This is an optimization exercise on Yosys and OpenROAD, whose aim is small area, not a production implementation.
Function was checked by simulation only, so behaviour that the tests miss may differ from the original.
Power is estimated from default activity; no workload was simulated.

== run 2 ==
==> module reg_file_sb, before the edit <==
module reg_file_sb #(
    parameter int XLEN = 32,
    parameter int AW   = 5
) (
    input  logic            clk,
    input  logic            rst,
    input  logic            write,
    input  logic [AW-1:0]   rd,
    input  logic [XLEN-1:0] write_data,
    input  logic            read_en,
    input  logic [AW-1:0]   rs1,
    input  logic [AW-1:0]   rs2,
    output logic [XLEN-1:0] out1,
    output logic [XLEN-1:0] out2,
    input  logic            issue_valid,
    input  logic [AW-1:0]   issue_rd,
    output logic            busy1,
    output logic            busy2
);
    localparam int NREGS = 2 ** AW;
    logic [XLEN-1:0]  r_regs [1:NREGS-1];
    logic [NREGS-1:1] r_valid;
    logic [NREGS-1:1] r_pend;
    logic [XLEN-1:0]  r_out1;
    logic [XLEN-1:0]  r_out2;
    logic [NREGS-1:1] w_we;
    logic [NREGS-1:1] w_hold;
    logic [NREGS-1:1] w_iss;
    logic [NREGS-1:1] w_dec1;
    logic [NREGS-1:1] w_dec2;
    logic [31:0]      w_sel1;
    logic [31:0]      w_sel2;
    logic [XLEN-1:0]  w_nxt1;
    logic [XLEN-1:0]  w_nxt2;
    logic [XLEN-1:0]  w_d [1:NREGS-1];
    always_comb begin
        for (int i = 1; i < NREGS; i++) begin
            w_we[i]   = write && (rd == AW'(i));
            w_hold[i] = !w_we[i];
            w_iss[i]  = issue_valid && (issue_rd == AW'(i));
            w_dec1[i] = (rs1 == AW'(i));
            w_dec2[i] = (rs2 == AW'(i));
        end
    end
    always_comb begin
        for (int i = 1; i < NREGS; i++) begin
            w_sel1[i-1] = read_en && w_dec1[i] && r_valid[i];
            w_sel2[i-1] = read_en && w_dec2[i] && r_valid[i];
        end
        w_sel1[31] = !read_en;
        w_sel2[31] = !read_en;
    end
    for (genvar b = 0; b < XLEN; b++) begin : g_bit
        logic [31:0] dat1, dat2;
        for (genvar i = 1; i < NREGS; i++) begin : g_reg
            assign dat1[i-1] = r_regs[i][b];
            assign dat2[i-1] = r_regs[i][b];
            rf_ao22 u_wr (.a1(w_we[i]), .a2(write_data[b]),
                          .b1(w_hold[i]), .b2(r_regs[i][b]), .y(w_d[i][b]));
        end
        assign dat1[31] = r_out1[b];
        assign dat2[31] = r_out2[b];
        rf_rdbit u_rd1 (.sel(w_sel1), .dat(dat1), .y(w_nxt1[b]));
        rf_rdbit u_rd2 (.sel(w_sel2), .dat(dat2), .y(w_nxt2[b]));
    end
    always_ff @(posedge clk) begin
        for (int i = 1; i < NREGS; i++) r_regs[i] <= w_d[i];
    end
    always_ff @(posedge clk or posedge rst) begin
        if (rst) r_valid <= '0;
        else     r_valid <= r_valid | w_we;
    end
    always_ff @(posedge clk or posedge rst) begin
        if (rst) begin
            r_out1 <= '0;
            r_out2 <= '0;
        end else begin
            r_out1 <= w_nxt1;
            r_out2 <= w_nxt2;
        end
    end
    always_ff @(posedge clk or posedge rst) begin
        if (rst) r_pend <= '0;
        else     r_pend <= (r_pend & ~w_we) | w_iss;
    end
    always_comb begin
        busy1 = 1'b0;
        busy2 = 1'b0;
        for (int i = 1; i < NREGS; i++) begin
            busy1 = busy1 | (w_dec1[i] & r_pend[i]);
            busy2 = busy2 | (w_dec2[i] & r_pend[i]);
        end
    end
    assign out1 = r_out1;
    assign out2 = r_out2;
endmodule
clock: 5.0 ns
lec_check: 0
cap_margin: 20
core_margin: 2
core_utilization: 50
slew_margin: 20
synth_hierarchical: 1
standard.sh (not shown) runs the stock make flow with config.mk's settings and CLKGATE_MAP_FILE= SYNTH_SCRIPT=/design/flow/synth_recipe.tcl, a recipe that flattens the netlist after the stock synthesis.
==> flow/flow/run.sh <==
#!/bin/bash
# Standard ORFS layout (the standard.sh), with two changes:
#  - port buffers use the smallest buffer cell (one buffer per port, as usual);
#  - CTS inserts no dummy loads for level balancing.
# Every ORFS step keeps its own log under orfs/logs; make's output goes to
# flow_make.log in the work folder.
set -euo pipefail
cd "$(dirname "$0")/.."
CTS="-sink_clustering_enable -repair_clock_nets -dont_use_dummy_load"
CTS="$CTS -sink_clustering_size 14 -sink_clustering_max_diameter 60"
CTS="$CTS -buf_list sky130_fd_sc_hd__clkbuf_8"
bash standard.sh finish \
    "CTS_ARGS=$CTS" \
    "BUFFER_PORTS_ARGS=-buffer_cell sky130_fd_sc_hd__buf_1" \
    > flow_make.log 2>&1
Here is what was changed in the inputs of run 4 compared with run 2.
--- a/flow/design.v
+++ b/flow/design.v
@@ -76,12 +76,12 @@
     logic [NREGS-1:1] w_we;
     logic [NREGS-1:1] w_hold;
     logic [NREGS-1:1] w_iss;
     logic [NREGS-1:1] w_dec1;
     logic [NREGS-1:1] w_dec2;
-    logic [31:0]      w_sel1;
-    logic [31:0]      w_sel2;
+    logic [NREGS-1:0] w_sel1;
+    logic [NREGS-1:0] w_sel2;
     logic [XLEN-1:0]  w_nxt1;
     logic [XLEN-1:0]  w_nxt2;
     logic [XLEN-1:0]  w_d [1:NREGS-1];
     always_comb begin
         for (int i = 1; i < NREGS; i++) begin
@@ -95,25 +95,30 @@
     always_comb begin
         for (int i = 1; i < NREGS; i++) begin
             w_sel1[i-1] = read_en && w_dec1[i] && r_valid[i];
             w_sel2[i-1] = read_en && w_dec2[i] && r_valid[i];
         end
-        w_sel1[31] = !read_en;
-        w_sel2[31] = !read_en;
+        w_sel1[NREGS-1] = !read_en;
+        w_sel2[NREGS-1] = !read_en;
     end
     for (genvar b = 0; b < XLEN; b++) begin : g_bit
-        logic [31:0] dat1, dat2;
+        logic [NREGS-1:0] dat1, dat2;
         for (genvar i = 1; i < NREGS; i++) begin : g_reg
             assign dat1[i-1] = r_regs[i][b];
             assign dat2[i-1] = r_regs[i][b];
             rf_ao22 u_wr (.a1(w_we[i]), .a2(write_data[b]),
                           .b1(w_hold[i]), .b2(r_regs[i][b]), .y(w_d[i][b]));
         end
-        assign dat1[31] = r_out1[b];
-        assign dat2[31] = r_out2[b];
-        rf_rdbit u_rd1 (.sel(w_sel1), .dat(dat1), .y(w_nxt1[b]));
-        rf_rdbit u_rd2 (.sel(w_sel2), .dat(dat2), .y(w_nxt2[b]));
+        assign dat1[NREGS-1] = r_out1[b];
+        assign dat2[NREGS-1] = r_out2[b];
+        if (NREGS == 32) begin : g_tree
+            rf_rdbit u_rd1 (.sel(w_sel1), .dat(dat1), .y(w_nxt1[b]));
+            rf_rdbit u_rd2 (.sel(w_sel2), .dat(dat2), .y(w_nxt2[b]));
+        end else begin : g_flat
+            assign w_nxt1[b] = |(w_sel1 & dat1);
+            assign w_nxt2[b] = |(w_sel2 & dat2);
+        end
     end
     always_ff @(posedge clk) begin
         for (int i = 1; i < NREGS; i++) r_regs[i] <= w_d[i];
     end
     always_ff @(posedge clk or posedge rst) begin
## What came out
- The longest individual stage delay on the worst path was comparable across run 2 and run 4.
- Reported for run 2 and run 4, top achievable clock speed turned out identical to the last digit.
- Re synthesized cell count: no difference whatsoever between run 4 and run 2.
- Run 2 -> run 4: setup slack delta 0, exact match
- Clock power share essentially unchanged between run 4 and run 2.

==> afterwards: timing with drivers on the ports <==
No port has a modelled driver above. Below, the same layouts with a new extraction and two added sets of constraints. Step 1: set_driving_cell puts a clkbuf_16 on clk and a buf_2 on each other input, an assumption about the parent block. Step 2 moves the port delays by t, midway between the first and last clock arrival at a register: inputs arrive t later, outputs are due t later. That takes back most of the time a late clock gives input paths. a / b / c = no drivers / after step 1 / after step 2; a / b = the first two.
run | shift t [ns] | setup WS [ns] | worst setup path at the end
run 2 | 0.806 | 1.003 / 0.970 / 0.656 | input to register
run 4 | 0.806 | 1.003 / 0.970 / 0.656 | input to register
After both steps setup and hold are still met in every run listed.
